From an optimization exercise on the open Yosys and OpenROAD flow, aimed at small area; shortcuts taken in it are not production practice. Function was checked by simulation only, so behaviour that the tests miss may differ from the original. Power is estimated from default activity; no workload was simulated.

==> run Y: inputs <==
==> flow/design.v <==
`default_nettype none
module tdes_enc (
	input  wire          clk,
	input  wire          rst,
	input  wire  [127:0] pt,
	input  wire  [191:0] keys,
	output logic [127:0] ct,
	output logic [191:0] ek
);
	logic        ld;           
	logic [3:0]  rc;           
	logic        p1, p2, nd;   
	logic [63:0] x_q, y_q, k_q;   
	logic [63:0] e1_q, e2_q;
	wire run   = ~ld & nd;
	wire lastr = (rc == 4'd15);
	function automatic logic [63:0] key_step(input logic [63:0] k);
		logic [15:0] t1, t2, t3, t4;
		t1 = k[63:48] ^ {2'b00, k[13:0]};
		t2 = t1 ^ k[47:32];
		t3 = t2 ^ k[31:16];
		t4 = t3 ^ k[15:0];
		key_step = {t1, t2, t3, t4};
	endfunction
	always_ff @(posedge clk) begin
		ld <= rst;
		rc <= ld ? 4'd0 : rc + 4'd1;
		if (rst) begin
			p1 <= 1'b0;
			p2 <= 1'b0;
			nd <= 1'b1;
		end else if (~ld && lastr) begin
			p1 <= 1'b1;
			p2 <= p1;
			nd <= ~p2;
		end
	end
	wire x_take = ~ld & run & ~(rc == 4'd0 && p1);
	wire x_hold = ~ld & ~(run & ~(rc == 4'd0 && p1));
	always_ff @(posedge clk) begin
		x_q <= ~(({64{ld}} & pt[127:64]) | ({64{x_take}} & ~y_q) | ({64{x_hold}} & ~x_q));
	end
	always_ff @(posedge clk) begin
		if (ld)
			y_q <= ~pt[63:0];
		else
			y_q <= y_q ^ ({64{run}} & (x_q ^ k_q));
	end
	wire k_s1   = ld;
	wire k_s2   = ~ld & lastr & ~p1 & nd;
	wire k_s3   = ~ld & lastr & p1 & ~p2;
	wire k_step = ~ld & ~lastr & nd;
	wire k_hold = ~ld & ((lastr & p2) | ~nd);
	wire [63:0] k_nx = ({64{k_s1}} & keys[191:128]) |
	                   ({64{k_s2}} & keys[127:64]) |
	                   ({64{k_s3}} & keys[63:0]) |
	                   ({64{k_step}} & ~(key_step(k_q) ^ 64'h3fff_c000_3fff_c000)) |
	                   ({64{k_hold}} & ~k_q);
	always_ff @(posedge clk)
		k_q <= ~k_nx;
	wire e1_ld = ~rst & run & lastr & ~p1;
	wire e2_ld = ~rst & run & lastr & p1 & ~p2;
	wire e1_hd = ~rst & ~e1_ld;
	wire e2_hd = ~rst & ~e2_ld;
	always_ff @(posedge clk) begin
		e1_q <= ({64{e1_ld}} & ~k_q) | ({64{e1_hd}} & e1_q);
		e2_q <= ({64{e2_ld}} & ~k_q) | ({64{e2_hd}} & e2_q);
	end
	assign ct = ~({x_q, y_q} | {128{nd}});
	assign ek = {e1_q, e2_q, ~(k_q | {64{nd}})};
endmodule
`default_nettype wire
==> flow/flow/run.sh <==
#!/bin/bash
# The standard layout (standard.sh) with three changes:
#  - synthesis maps logic with an area-oriented abc script (flow/my_synth.tcl),
#  - ports are buffered with the smallest buffer,
#  - the clock tree uses small buffers and no dummy loads.
set -euo pipefail
W=$(pwd)
sed "s#SYNTH_SCRIPT=[^ ]*#SYNTH_SCRIPT=$W/flow/my_synth.tcl#" standard.sh > my_standard.sh
export BUFFER_PORTS_ARGS="-buffer_cell sky130_fd_sc_hd__buf_1"
export REMOVE_ABC_BUFFERS=1
export PLACE_PINS_ARGS="-min_distance 1 -min_distance_in_tracks"
export CTS_ARGS="-sink_clustering_enable -sink_clustering_size 10 -sink_clustering_max_diameter 40 -repair_clock_nets -dont_use_dummy_load -buf_list sky130_fd_sc_hd__clkbuf_4"
bash my_standard.sh finish > standard_flow.log 2>&1
==> flow/flow/area.abc <==
&get -n
&st
&dch -f
&nf -R 1000 -p -E 100
&st
&dch -f
&nf -R 1000 -p -E 100
&put
==> flow/flow/my_synth.tcl <==
# The standard flow's synthesis (synth_recipe.tcl) with only the abc step's script swapped
# for the area-oriented one beside this file. Registers are mapped before abc,
# so they come out as in the standard synthesis.
set ::my_abc_script [file join [file dirname [file normalize [info script]]] area.abc]
proc abc {args} {
  set i [lsearch -exact $args -script]
  if { $i >= 0 } { lset args [expr {$i + 1}] $::my_abc_script }
  puts "abc with $::my_abc_script"
  yosys abc {*}$args
}
source [file join [file dirname [file dirname [file normalize [info script]]]] synth_recipe.tcl]
==> flow/standard.sh <==
#!/bin/bash
# synth_recipe.tcl (not shown) runs the flow's synth.tcl, then flattens the netlist and writes it again
# the make line also repeats each setting of config.mk as NAME=value (left out here)
make -C /OpenROAD-flow-scripts/flow DESIGN_CONFIG=/design/flow/config.mk WORK_HOME=/design/flow/orfs CLKGATE_MAP_FILE= SYNTH_SCRIPT=/design/flow/synth_recipe.tcl "${@:-finish}"
==> flow/config.mk <==
export PLATFORM = sky130hd
export DESIGN_NAME = tdes_enc
export DESIGN_NICKNAME = tdes_enc
export VERILOG_FILES = /design/flow/design.v
export SDC_FILE = /design/flow/constraint.sdc
export NUM_CORES = 4
export LEC_CHECK = 0
export CAP_MARGIN = 10
export CORE_AREA = 5 5 155 155
export DIE_AREA = 0 0 160 160
export SLEW_MARGIN = 10
==> flow/constraint.sdc <==
create_clock -name core_clock -period 5.0 [get_ports {clk}]
set_input_delay 1.0000 -clock core_clock [delete_from_list [all_inputs] [get_ports {clk}]]
set_output_delay 1.0000 -clock core_clock [all_outputs]
set_load 0.01 [all_outputs]
==> run Z (differences from run Y) <==
==> flow/design.v, changed modules only <==
module tdes_enc (
	input  wire          clk,
	input  wire          rst,
	input  wire  [127:0] pt,
	input  wire  [191:0] keys,
	output logic [127:0] ct,
	output logic [191:0] ek
);
	logic        ld;           
	logic [3:0]  rc;           
	logic        p1, p2, nd;   
	logic [63:0] x_q, y_q, k_q;   
	logic [63:0] e1_q, e2_q;
	wire run   = ~ld & nd;
	wire lastr = (rc == 4'd15);
	function automatic logic [63:0] key_step(input logic [63:0] k);
		logic [15:0] t1, t2, t3, t4;
		t1 = k[63:48] ^ {2'b00, k[13:0]};
		t2 = t1 ^ k[47:32];
		t3 = t2 ^ k[31:16];
		t4 = t3 ^ k[15:0];
		key_step = {t1, t2, t3, t4};
	endfunction
	always_ff @(posedge clk) begin
		ld <= rst;
		rc <= ld ? 4'd0 : rc + 4'd1;
		if (rst) begin
			p1 <= 1'b0;
			p2 <= 1'b0;
			nd <= 1'b1;
		end else if (~ld && lastr) begin
			p1 <= 1'b1;
			p2 <= p1;
			nd <= ~p2;
		end
	end
	always_ff @(posedge clk) begin
		if (ld) begin
			x_q <= ~pt[127:64];
		end else if (run) begin
			if (!(rc == 4'd0 && p1))
				x_q <= y_q;
		end
	end
	always_ff @(posedge clk) begin
		if (ld)
			y_q <= ~pt[63:0];
		else
			y_q <= y_q ^ ({64{run}} & (x_q ^ k_q));
	end
	wire k_en   = ld | (run & ~(lastr & p2));
	wire k_s1   = ld;
	wire k_s2   = ~ld & lastr & ~p1;
	wire k_s3   = ~ld & lastr & p1;
	wire k_step = ~ld & ~lastr;
	wire [63:0] k_nx = ({64{k_s1}} & keys[191:128]) |
	                   ({64{k_s2}} & keys[127:64]) |
	                   ({64{k_s3}} & keys[63:0]) |
	                   ({64{k_step}} & ~(key_step(k_q) ^ 64'h3fff_c000_3fff_c000));
	always_ff @(posedge clk) begin
		if (k_en)
			k_q <= ~k_nx;
	end
	wire e1_en = rst | (run & lastr & ~p1);
	wire e2_en = rst | (run & lastr & p1 & ~p2);
	always_ff @(posedge clk) begin
		if (e1_en)
			e1_q <= ~(k_q | {64{rst}});
		if (e2_en)
			e2_q <= ~(k_q | {64{rst}});
	end
	assign ct = ~({x_q, y_q} | {128{nd}});
	assign ek = {e1_q, e2_q, ~(k_q | {64{nd}})};
endmodule
--- a/flow/flow/run.sh
+++ b/flow/flow/run.sh
@@ -8,6 +8,6 @@
 sed "s#SYNTH_SCRIPT=[^ ]*#SYNTH_SCRIPT=$W/flow/my_synth.tcl#" standard.sh > my_standard.sh
 export BUFFER_PORTS_ARGS="-buffer_cell sky130_fd_sc_hd__buf_1"
 export REMOVE_ABC_BUFFERS=1
-export PLACE_PINS_ARGS="-min_distance 1 -min_distance_in_tracks"
+export RECOVER_POWER=100
 export CTS_ARGS="-sink_clustering_enable -sink_clustering_size 10 -sink_clustering_max_diameter 40 -repair_clock_nets -dont_use_dummy_load -buf_list sky130_fd_sc_hd__clkbuf_4"
 bash my_standard.sh finish > standard_flow.log 2>&1
==> flow/flow/area.abc (replaced) <==
strash
dc2
dch -f
amap
- CAP_MARGIN: 10 -> 5
- CORE_AREA: 5 5 155 155 -> 5 5 220 220
- DIE_AREA: 0 0 160 160 -> 0 0 225 225
- SLEW_MARGIN: 10 -> 5
==> run X (differences from run Y) <==
==> flow/design.v, changed modules only <==
module tdes_enc (
	input  wire          clk,
	input  wire          rst,
	input  wire  [127:0] pt,
	input  wire  [191:0] keys,
	output logic [127:0] ct,
	output logic [191:0] ek
);
	logic        ld;           
	logic [3:0]  rc;           
	logic        p1, p2, nd;   
	logic [63:0] x_q, y_q, k_q;   
	logic [63:0] e1_q, e2_q;
	wire run   = ~ld & nd;
	wire lastr = (rc == 4'd15);
	function automatic logic [63:0] key_step(input logic [63:0] k);
		logic [15:0] t1, t2, t3, t4;
		t1 = k[63:48] ^ {2'b00, k[13:0]};
		t2 = t1 ^ k[47:32];
		t3 = t2 ^ k[31:16];
		t4 = t3 ^ k[15:0];
		key_step = {t1, t2, t3, t4};
	endfunction
	always_ff @(posedge clk) begin
		ld <= rst;
		rc <= ld ? 4'd0 : rc + 4'd1;
		if (rst) begin
			p1 <= 1'b0;
			p2 <= 1'b0;
			nd <= 1'b1;
		end else if (~ld && lastr) begin
			p1 <= 1'b1;
			p2 <= p1;
			nd <= ~p2;
		end
	end
	always_ff @(posedge clk) begin
		if (ld) begin
			x_q <= ~pt[127:64];
		end else if (run) begin
			if (!(rc == 4'd0 && p1))
				x_q <= y_q;
		end
	end
	always_ff @(posedge clk) begin
		if (ld)
			y_q <= ~pt[63:0];
		else
			y_q <= y_q ^ ({64{run}} & (x_q ^ k_q));
	end
	wire k_en   = ld | (run & ~(lastr & p2));
	wire k_s1   = ld;
	wire k_s2   = ~ld & lastr & ~p1;
	wire k_s3   = ~ld & lastr & p1;
	wire k_step = ~ld & ~lastr;
	wire [63:0] k_nx = ({64{k_s1}} & keys[191:128]) |
	                   ({64{k_s2}} & keys[127:64]) |
	                   ({64{k_s3}} & keys[63:0]) |
	                   ({64{k_step}} & ~(key_step(k_q) ^ 64'h3fff_c000_3fff_c000));
	always_ff @(posedge clk) begin
		if (k_en)
			k_q <= ~k_nx;
	end
	wire e1_en = rst | (run & lastr & ~p1);
	wire e2_en = rst | (run & lastr & p1 & ~p2);
	always_ff @(posedge clk) begin
		if (e1_en)
			e1_q <= ~(k_q | {64{rst}});
		if (e2_en)
			e2_q <= ~(k_q | {64{rst}});
	end
	assign ct = ~({x_q, y_q} | {128{nd}});
	assign ek = {e1_q, e2_q, ~(k_q | {64{nd}})};
endmodule
==> flow/flow/area.abc (replaced) <==
strash
dc2
dch -f
amap
- CAP_MARGIN: 10 -> 20
- CORE_AREA: 5 5 155 155 -> 5 5 175 175
- DIE_AREA: 0 0 160 160 -> 0 0 180 180
- SLEW_MARGIN: 10 -> 20
==> run B (differences from run Y) <==
==> flow/design.v, changed modules only <==
module tdes_enc (
	input  wire          clk,
	input  wire          rst,
	input  wire  [127:0] pt,
	input  wire  [191:0] keys,
	output logic [127:0] ct,
	output logic [191:0] ek
);
	logic        ld;           
	logic [3:0]  rc;           
	logic        p1, p2, nd;   
	logic [63:0] x_q, y_q, k_q;   
	logic [63:0] e1_q, e2_q;
	wire run   = ~ld & nd;
	wire lastr = (rc == 4'd15);
	function automatic logic [63:0] key_step(input logic [63:0] k);
		logic [15:0] t1, t2, t3, t4;
		t1 = k[63:48] ^ {2'b00, k[13:0]};
		t2 = t1 ^ k[47:32];
		t3 = t2 ^ k[31:16];
		t4 = t3 ^ k[15:0];
		key_step = {t1, t2, t3, t4};
	endfunction
	always_ff @(posedge clk) begin
		ld <= rst;
		rc <= ld ? 4'd0 : rc + 4'd1;
		if (rst) begin
			p1 <= 1'b0;
			p2 <= 1'b0;
			nd <= 1'b1;
		end else if (~ld && lastr) begin
			p1 <= 1'b1;
			p2 <= p1;
			nd <= ~p2;
		end
	end
	always_ff @(posedge clk) begin
		if (ld) begin
			x_q <= ~pt[127:64];
		end else if (run) begin
			if (!(rc == 4'd0 && p1))
				x_q <= y_q;
		end
	end
	always_ff @(posedge clk) begin
		if (ld)
			y_q <= ~pt[63:0];
		else
			y_q <= y_q ^ ({64{run}} & (x_q ^ k_q));
	end
	wire k_en   = ld | (run & ~(lastr & p2));
	wire k_s1   = ld;
	wire k_s2   = ~ld & lastr & ~p1;
	wire k_s3   = ~ld & lastr & p1;
	wire k_step = ~ld & ~lastr;
	wire [63:0] k_nx = ({64{k_s1}} & keys[191:128]) |
	                   ({64{k_s2}} & keys[127:64]) |
	                   ({64{k_s3}} & keys[63:0]) |
	                   ({64{k_step}} & ~(key_step(k_q) ^ 64'h3fff_c000_3fff_c000));
	always_ff @(posedge clk) begin
		if (k_en)
			k_q <= ~k_nx;
	end
	wire e1_en = rst | (run & lastr & ~p1);
	wire e2_en = rst | (run & lastr & p1 & ~p2);
	always_ff @(posedge clk) begin
		if (e1_en)
			e1_q <= ~(k_q | {64{rst}});
		if (e2_en)
			e2_q <= ~(k_q | {64{rst}});
	end
	assign ct = ~({x_q, y_q} | {128{nd}});
	assign ek = {e1_q, e2_q, ~(k_q | {64{nd}})};
endmodule
==> flow/flow/run.sh (replaced) <==
#!/bin/bash
# The standard layout (standard.sh) with three changes:
#  - synthesis maps logic with an area-oriented abc script (flow/my_synth.tcl),
#  - ports are buffered with the smallest buffer,
#  - the clock tree uses small buffers and no dummy loads.
set -euo pipefail
W=$(pwd)
sed "s#SYNTH_SCRIPT=[^ ]*#SYNTH_SCRIPT=$W/flow/my_synth.tcl#" standard.sh > my_standard.sh
export BUFFER_PORTS_ARGS="-buffer_cell sky130_fd_sc_hd__buf_1"
export CTS_ARGS="-sink_clustering_enable -sink_clustering_size 16 -sink_clustering_max_diameter 50 -repair_clock_nets -dont_use_dummy_load -buf_list sky130_fd_sc_hd__clkbuf_8"
bash my_standard.sh finish > standard_flow.log 2>&1
==> flow/flow/area.abc (replaced) <==
strash
dc2
dch -f
amap
- CAP_MARGIN: 10 -> 20
- CORE_AREA: 5 5 155 155 -> 5 5 220 220
- DIE_AREA: 0 0 160 160 -> 0 0 225 225
- SLEW_MARGIN: 10 -> 20
==> run notes <==
outcome: timing/DRC/antenna clean
Post-Syn Area: 14300 sq um
Rel. slew slack: 31.3%
hold slack: 0.470 ns
Critical Path Fanout Max: 30
met1 WL: 23.2 mm
worst slew pin tran: 1.03 ns
Seq pwr share: 57.3%
wire length per cell: 22.4 microns
share of the clock period used by the worst path: 63.8%
[end of results for run B]
==> run notes <==
worst slew pin tran: 2.19 ns
Reg2Reg Setup Slack: 0.92 ns
SO Viols: max-capacitance violations, max-slew violations
share of the clock period used by the worst path: 84.6%
outcome: complete, but fails checks
Seq pwr share: 59.0%
met1 WL: 23.9 mm
final period demand of the worst path: 4.23 ns
wire length per cell: 22.8 microns
hold slack: 0.349 ns
max-slew violations: 296
Max Cap Violations: 6
[end of results for run Z]
==> run notes <==
Post-Syn Area: 14300 sq um
Diodes inserted: 25
met1 WL: 19.4 mm
Pleak: 0.00613 uW
outcome: timing/DRC/antenna clean
Seq pwr share: 60.6%
worst slew pin tran: 0.993 ns
Critical Path Fanout Max: 75
wire length per cell: 21.8 microns
Rel. slew slack: 33.4%
share of the clock period used by the worst path: 71.5%
[end of results for run X]
==> run notes <==
hold slack: 0.453 ns
met1 WL: 18.5 mm
share of the clock period used by the worst path: 71.7%
outcome: timing/DRC/antenna clean
Seq pwr share: 54.6%
Post-Syn Area: 13000 sq um
Rel. slew slack: 14.2%
Post-synth EDFFs: 0
wire length per cell: 20.6 microns
[end of results for run Y]

-- static timing again, ports no longer ideal --
In the flow no input, the clock included, has a driving cell. The finished layouts below were timed again as built, in two steps. Step 1 assumes that a clkbuf_16 drives the clock port and a buf_2 every other input. Step 2 moves the port delays by t, midway between the first and last clock arrival at a register: inputs arrive t later, outputs are due t later. That takes back most of the time a late clock gives input paths. a / b / c = ideal / step 1 / step 2; a / b = the first two.
| run | t (ns) | slack for setup (ns) | worst hold slack (ns) | worst data-port slew with drivers (ns) | pins driven straight from the clock port |
|---|---|---|---|---|---|
| run Y | 0.697 | 1.415 / 1.371 / 1.687 | 0.453 / 0.453 / 0.453 | 0.09 | 1 |
| run Z | 0.815 | 0.769 / 0.723 / 0.920 | 0.349 / 0.352 / 0.469 | 0.07 | 1 |
| run X | 0.702 | 1.427 / 1.380 / 1.941 | 0.459 / 0.459 / 0.459 | 0.11 | 1 |
| run B | 0.627 | 1.812 / 1.810 / 1.812 | 0.470 / 0.470 / 0.470 | 0.09 | 1 |
